Source: an optimization exercise on an open RTL-to-GDS flow (aim: small area, a short achievable clock period and few clock cycles per item). Production flows keep margins and buffers that such runs may drop.

==> flow/design.v <==
package dq_pkg;
  localparam int VALUE_W     = 32;
  localparam int STATUS_W    = 2;
  localparam int OPCODE_W    = 3;
  localparam int CAP_W       = 5;
  localparam int MODE_W      = 2;
  localparam int CFG_INDEX_W = 1;
  localparam int CFG_DATA_W  = CAP_W;
  localparam int DEPTH       = 16;
  localparam int IDX_W       = 4;
  localparam logic [OPCODE_W-1:0] OP_PUSH_REAR  = 3'd0;
  localparam logic [OPCODE_W-1:0] OP_PUSH_FRONT = 3'd1;
  localparam logic [OPCODE_W-1:0] OP_POP_FRONT  = 3'd2;
  localparam logic [OPCODE_W-1:0] OP_POP_REAR   = 3'd3;
  localparam logic [OPCODE_W-1:0] OP_PEEK_FRONT = 3'd4;
  localparam logic [OPCODE_W-1:0] OP_PEEK_REAR  = 3'd5;
  localparam logic [OPCODE_W-1:0] OP_STATUS     = 3'd6;
  localparam logic [STATUS_W-1:0] ST_OK          = 2'd0;
  localparam logic [STATUS_W-1:0] ST_FULL        = 2'd1;
  localparam logic [STATUS_W-1:0] ST_EMPTY       = 2'd2;
  localparam logic [STATUS_W-1:0] ST_NOT_ALLOWED = 2'd3;
  localparam logic [MODE_W-1:0] MODE_INPUT_RESTRICTED  = 2'd0;
  localparam logic [MODE_W-1:0] MODE_OUTPUT_RESTRICTED = 2'd1;
  localparam logic [MODE_W-1:0] MODE_UNRESTRICTED      = 2'd2;
  localparam logic [CFG_INDEX_W-1:0] CFG_CAPACITY         = 1'd0;
  localparam logic [CFG_INDEX_W-1:0] CFG_RESTRICTION_MODE = 1'd1;
  localparam logic [CAP_W-1:0]   CAPACITY_RESET = 5'd16;
  localparam logic [VALUE_W-1:0] EMPTY_READ     = '1;
  typedef struct packed {
    logic [OPCODE_W-1:0]       opcode;
    logic signed [VALUE_W-1:0] push_value;
  } in_item_t;
  typedef struct packed {
    logic signed [VALUE_W-1:0] read_value;
    logic [STATUS_W-1:0]       status;
    logic                      is_empty;
    logic                      is_full;
  } out_item_t;
  typedef struct packed {
    logic accept;    
    logic fire;      
    logic r_load;    
    logic hold_next;  
    logic o_load;    
    logic o_from_s;  
    logic s_load;    
  } ctrl_cmd_t;
endpackage
module dq_ctrl (
  input  logic              clk,
  input  logic              rst,
  input  logic              in_valid,
  output logic              in_stall,
  output logic              out_valid,
  input  logic              out_stall,
  output dq_pkg::ctrl_cmd_t cmd
);
  logic r_v, s_v;
  logic r_v_next, s_v_next;
  logic adv;
  assign adv = !out_valid || !out_stall;
  always_comb begin
    cmd.accept   = in_valid && !in_stall;
    cmd.fire     = cmd.accept;
    cmd.r_load   = !in_stall;
    cmd.hold_next = r_v_next && s_v_next;
    cmd.o_load   = adv;
    cmd.o_from_s = s_v;
    cmd.s_load   = !s_v && !adv;
  end
  always_ff @(posedge clk) begin
    if (rst) begin
      r_v       <= 1'b0;
      s_v       <= 1'b0;
      in_stall  <= 1'b0;
      out_valid <= 1'b0;
    end else begin
      r_v       <= r_v_next;
      s_v       <= s_v_next;
      in_stall  <= cmd.hold_next;
      if (adv) out_valid <= s_v || r_v;
    end
  end
  assign r_v_next = cmd.fire || (r_v && s_v);
  assign s_v_next = !adv && (s_v || r_v);
endmodule
module dq_datapath (
  input  logic                           clk,
  input  logic                           rst,
  input  dq_pkg::ctrl_cmd_t              cmd,
  input  dq_pkg::in_item_t               in_data,
  input  logic                           cfg_write,
  input  logic [dq_pkg::CFG_INDEX_W-1:0] cfg_index,
  input  logic [dq_pkg::CFG_DATA_W-1:0]  cfg_data,
  output dq_pkg::out_item_t              out_data
);
  localparam int DEPTH = dq_pkg::DEPTH;
  localparam int IDX_W = dq_pkg::IDX_W;
  localparam int VW    = dq_pkg::VALUE_W;
  logic [VW-1:0]             mem [DEPTH];
  logic [DEPTH-1:0]          wmask;              
  logic [IDX_W-1:0]          front, front_m1;    
  logic [IDX_W-1:0]          tail, tail_m1;      
  logic [4:0]                count;
  logic [4:0]                room;
  logic                      empty, full;
  logic [dq_pkg::MODE_W-1:0] mode;
  logic [DEPTH-1:0]          r_sel;        
  logic                      r_ones;       
  logic [3:0]                r_flags;      
  dq_pkg::out_item_t         skid;
  logic op_push_rear, op_push_front, op_pop_front, op_pop_rear;
  logic op_peek_front, op_peek_rear;
  logic refused;
  logic do_push_rear, do_push_front, do_pop_front, do_pop_rear;
  logic rd_front, rd_rear, rd_empty;
  logic inc, dec;
  logic [1:0] status;
  logic empty_n, full_n;
  logic [DEPTH-1:0] dec_front, dec_tail_m1;
  always_comb begin
    op_push_rear  = in_data.opcode == dq_pkg::OP_PUSH_REAR;
    op_push_front = in_data.opcode == dq_pkg::OP_PUSH_FRONT;
    op_pop_front  = in_data.opcode == dq_pkg::OP_POP_FRONT;
    op_pop_rear   = in_data.opcode == dq_pkg::OP_POP_REAR;
    op_peek_front = in_data.opcode == dq_pkg::OP_PEEK_FRONT;
    op_peek_rear  = in_data.opcode == dq_pkg::OP_PEEK_REAR;
    refused = (op_push_front && mode == dq_pkg::MODE_INPUT_RESTRICTED) ||
              (op_pop_rear && mode == dq_pkg::MODE_OUTPUT_RESTRICTED);
    do_push_rear  = op_push_rear && !full;
    do_push_front = op_push_front && !refused && !full;
    do_pop_front  = op_pop_front && !empty;
    do_pop_rear   = op_pop_rear && !refused && !empty;
    rd_front      = (op_pop_front || op_peek_front) && !empty;
    rd_rear       = ((op_pop_rear && !refused) || op_peek_rear) && !empty;
    rd_empty      = (op_pop_front || op_peek_front || op_peek_rear ||
                     (op_pop_rear && !refused)) && empty;
    inc = do_push_rear || do_push_front;
    dec = do_pop_front || do_pop_rear;
    if (refused) begin
      status = dq_pkg::ST_NOT_ALLOWED;
    end else if ((op_push_rear || op_push_front) && full) begin
      status = dq_pkg::ST_FULL;
    end else if (rd_empty) begin
      status = dq_pkg::ST_EMPTY;
    end else begin
      status = dq_pkg::ST_OK;
    end
    empty_n = inc ? 1'b0 : (dec ? (count == 5'd1) : empty);
    full_n  = dec ? 1'b0 : (inc ? (room == 5'd1) : full);
    for (int i = 0; i < DEPTH; i++) begin
      dec_front[i]   = front == IDX_W'(i);
      dec_tail_m1[i] = tail_m1 == IDX_W'(i);
    end
  end
  logic [4:0]       cap_wr;
  logic             cfg_cap, cfg_mode;
  logic [IDX_W-1:0] front_n, front_m1_n, tail_n, tail_m1_n;
  logic [4:0]       count_n, room_n;
  logic             empty_nx, full_nx;
  logic [DEPTH-1:0] wmask_n;
  always_comb begin
    if (cfg_data == 5'd0)      cap_wr = 5'd1;
    else if (cfg_data > 5'd16) cap_wr = 5'd16;
    else                       cap_wr = cfg_data;
    cfg_cap  = cfg_write && cfg_index == dq_pkg::CFG_CAPACITY;
    cfg_mode = cfg_write && cfg_index == dq_pkg::CFG_RESTRICTION_MODE;
    front_n    = front;
    front_m1_n = front_m1;
    tail_n     = tail;
    tail_m1_n  = tail_m1;
    count_n    = count;
    room_n     = room;
    empty_nx   = empty;
    full_nx    = full;
    if (cmd.fire) begin
      if (do_push_rear) begin
        tail_n    = tail + 1'b1;
        tail_m1_n = tail;
      end
      if (do_push_front) begin
        front_n    = front_m1;
        front_m1_n = front_m1 - 1'b1;
      end
      if (do_pop_front) begin
        front_n    = front + 1'b1;
        front_m1_n = front;
      end
      if (do_pop_rear) begin
        tail_n    = tail_m1;
        tail_m1_n = tail_m1 - 1'b1;
      end
      if (inc) begin
        count_n = count + 1'b1;
        room_n  = room - 1'b1;
      end
      if (dec) begin
        count_n = count - 1'b1;
        room_n  = room + 1'b1;
      end
      empty_nx = empty_n;
      full_nx  = full_n;
    end
    if (cfg_cap) begin
      front_n    = '0;
      front_m1_n = '1;
      tail_n     = '0;
      tail_m1_n  = '1;
      count_n    = '0;
      room_n     = cap_wr;
      empty_nx   = 1'b1;
      full_nx    = 1'b0;
    end
  end
  logic [DEPTH-1:0] dec_tail, dec_front_m1;
  logic             t_keep, t_up, t_down, f_keep, f_up, f_down, w_on;
  always_comb begin
    for (int i = 0; i < DEPTH; i++) begin
      dec_tail[i]     = tail == IDX_W'(i);
      dec_front_m1[i] = front_m1 == IDX_W'(i);
    end
    t_up   = cmd.fire && do_push_rear;
    t_down = cmd.fire && do_pop_rear;
    t_keep = !t_up && !t_down;
    f_down = cmd.fire && do_push_front;
    f_up   = cmd.fire && do_pop_front;
    f_keep = !f_up && !f_down;
    w_on   = !count_n[4] && !cmd.hold_next;
    for (int i = 0; i < DEPTH; i++) begin
      wmask_n[i] = w_on && (cfg_cap ? (i == 0 || i == DEPTH - 1) :
                   ((t_keep && dec_tail[i]) ||
                    (t_up   && dec_tail[(i + DEPTH - 1) % DEPTH]) ||
                    (t_down && dec_tail[(i + 1) % DEPTH]) ||
                    (f_keep && dec_front_m1[i]) ||
                    (f_up   && dec_front_m1[(i + DEPTH - 1) % DEPTH]) ||
                    (f_down && dec_front_m1[(i + 1) % DEPTH])));
    end
  end
  always_ff @(posedge clk) begin
    if (rst) begin
      front    <= '0;
      front_m1 <= '1;
      tail     <= '0;
      tail_m1  <= '1;
      count    <= '0;
      room     <= dq_pkg::CAPACITY_RESET;
      empty    <= 1'b1;
      full     <= 1'b0;
      mode     <= dq_pkg::MODE_UNRESTRICTED;
      wmask    <= DEPTH'(1) | (DEPTH'(1) << (DEPTH - 1));
    end else begin
      front    <= front_n;
      front_m1 <= front_m1_n;
      tail     <= tail_n;
      tail_m1  <= tail_m1_n;
      count    <= count_n;
      room     <= room_n;
      empty    <= empty_nx;
      full     <= full_nx;
      wmask    <= wmask_n;
      if (cfg_mode) mode <= cfg_data[dq_pkg::MODE_W-1:0];
    end
  end
  always_ff @(posedge clk) begin
    for (int i = 0; i < DEPTH; i++) begin
      if (wmask[i]) mem[i] <= in_data.push_value;
    end
  end
  always_ff @(posedge clk) begin
    if (cmd.r_load) begin
      r_sel   <= ({DEPTH{rd_front}} & dec_front) | ({DEPTH{rd_rear}} & dec_tail_m1);
      r_ones  <= rd_empty;
      r_flags <= {status, empty_n, full_n};
    end
  end
  dq_pkg::out_item_t rres;
  logic [DEPTH-1:0]  r_sel_q;
  always_comb begin
    r_sel_q         = r_sel & {DEPTH{!cmd.o_from_s}};
    rres.read_value = {VW{r_ones && !cmd.o_from_s}} |
                      ({VW{cmd.o_from_s}} & skid.read_value);
    for (int i = 0; i < DEPTH; i++) begin
      rres.read_value = rres.read_value | ({VW{r_sel_q[i]}} & mem[i]);
    end
    {rres.status, rres.is_empty, rres.is_full} =
      cmd.o_from_s ? {skid.status, skid.is_empty, skid.is_full} : r_flags;
  end
  always_ff @(posedge clk) begin
    if (cmd.s_load) skid <= rres;
    if (cmd.o_load) out_data <= rres;
  end
endmodule
module circular_deque #(
  parameter int DEPTH = 16
) (
  input  logic                           clk,
  input  logic                           rst,
  input  logic                           in_valid,
  output logic                           in_stall,
  input  dq_pkg::in_item_t               in_data,
  output logic                           out_valid,
  input  logic                           out_stall,
  output dq_pkg::out_item_t              out_data,
  input  logic                           cfg_write,
  input  logic [dq_pkg::CFG_INDEX_W-1:0] cfg_index,
  input  logic [dq_pkg::CFG_DATA_W-1:0]  cfg_data
);
  dq_pkg::ctrl_cmd_t cmd;
  dq_ctrl u_ctrl (
    .clk       (clk),
    .rst       (rst),
    .in_valid  (in_valid),
    .in_stall  (in_stall),
    .out_valid (out_valid),
    .out_stall (out_stall),
    .cmd       (cmd)
  );
  dq_datapath u_datapath (
    .clk       (clk),
    .rst       (rst),
    .cmd       (cmd),
    .in_data   (in_data),
    .cfg_write (cfg_write),
    .cfg_index (cfg_index),
    .cfg_data  (cfg_data),
    .out_data  (out_data)
  );
endmodule
make LEC_CHECK=0 CAP_MARGIN=20 CORE_MARGIN=2 CORE_UTILIZATION=55 SETUP_SLACK_MARGIN=2.4 SLEW_MARGIN=20 finish   # period 4.5 ns
run.sh (not shown) runs the stock make flow with config.mk's settings and CLKGATE_MAP_FILE= SYNTH_SCRIPT=/design/flow/synth_recipe.tcl, a recipe that flattens the netlist after the stock synthesis.
Then changed:
--- a/flow/design.v
+++ b/flow/design.v
@@ -212,28 +212,8 @@
       full_nx    = 1'b0;
     end
-  end
-  logic [DEPTH-1:0] dec_tail, dec_front_m1;
-  logic             t_keep, t_up, t_down, f_keep, f_up, f_down, w_on;
-  always_comb begin
-    for (int i = 0; i < DEPTH; i++) begin
-      dec_tail[i]     = tail == IDX_W'(i);
-      dec_front_m1[i] = front_m1 == IDX_W'(i);
-    end
-    t_up   = cmd.fire && do_push_rear;
-    t_down = cmd.fire && do_pop_rear;
-    t_keep = !t_up && !t_down;
-    f_down = cmd.fire && do_push_front;
-    f_up   = cmd.fire && do_pop_front;
-    f_keep = !f_up && !f_down;
-    w_on   = !count_n[4] && !cmd.hold_next;
     for (int i = 0; i < DEPTH; i++) begin
-      wmask_n[i] = w_on && (cfg_cap ? (i == 0 || i == DEPTH - 1) :
-                   ((t_keep && dec_tail[i]) ||
-                    (t_up   && dec_tail[(i + DEPTH - 1) % DEPTH]) ||
-                    (t_down && dec_tail[(i + 1) % DEPTH]) ||
-                    (f_keep && dec_front_m1[i]) ||
-                    (f_up   && dec_front_m1[(i + DEPTH - 1) % DEPTH]) ||
-                    (f_down && dec_front_m1[(i + 1) % DEPTH])));
+      wmask_n[i] = (tail_n == IDX_W'(i)) || (front_m1_n == IDX_W'(i));
     end
+    if (count_n[4] || cmd.hold_next) wmask_n = '0;
   end
   always_ff @(posedge clk) begin
@@ -275,18 +255,14 @@
   end
   dq_pkg::out_item_t rres;
-  logic [DEPTH-1:0]  r_sel_q;
   always_comb begin
-    r_sel_q         = r_sel & {DEPTH{!cmd.o_from_s}};
-    rres.read_value = {VW{r_ones && !cmd.o_from_s}} |
-                      ({VW{cmd.o_from_s}} & skid.read_value);
+    rres.read_value = {VW{r_ones}};
     for (int i = 0; i < DEPTH; i++) begin
-      rres.read_value = rres.read_value | ({VW{r_sel_q[i]}} & mem[i]);
+      rres.read_value = rres.read_value | ({VW{r_sel[i]}} & mem[i]);
     end
-    {rres.status, rres.is_empty, rres.is_full} =
-      cmd.o_from_s ? {skid.status, skid.is_empty, skid.is_full} : r_flags;
+    {rres.status, rres.is_empty, rres.is_full} = r_flags;
   end
   always_ff @(posedge clk) begin
     if (cmd.s_load) skid <= rres;
-    if (cmd.o_load) out_data <= rres;
+    if (cmd.o_load) out_data <= cmd.o_from_s ? skid : rres;
   end
 endmodule
Effect: The changed run produced a clean layout; final cell count shrinks by a few percent; worst setup slack is better by 0.0087 ns; wire length falls by a little under a tenth; design area grows slightly; via count went down by a few percent; worst hold slack degrades by 0.091 ns.
No run of this note included a check of the RTL's function; only the layout flow was run.

-- what the ideal ports hide --
No port has a modelled driver above. Below, the same layouts with a new extraction and two added sets of constraints. Step 1 assumes that a clkbuf_16 drives the clock port and a buf_2 every other input. Step 2 also shifts input and output timing later by t, the mid clock arrival at the registers, as if the neighbouring blocks saw the same clock. Slacks: ideal ports / drivers / drivers and shift; pairs: ideal ports / drivers.
| run | t, ns | setup slack, ns | worst setup path at the end |
|---|---|---|---|
| the first run | 0.669 | 2.239 / 2.239 / 1.689 | input to register |
| the second run | 0.637 | 2.248 / 2.248 / 1.644 | input to register |
After both steps setup and hold are still met in every run listed. For the second run, which loses most, drivers alone change the setup slack by 0.000 ns; drivers and shift together by -0.604 ns.
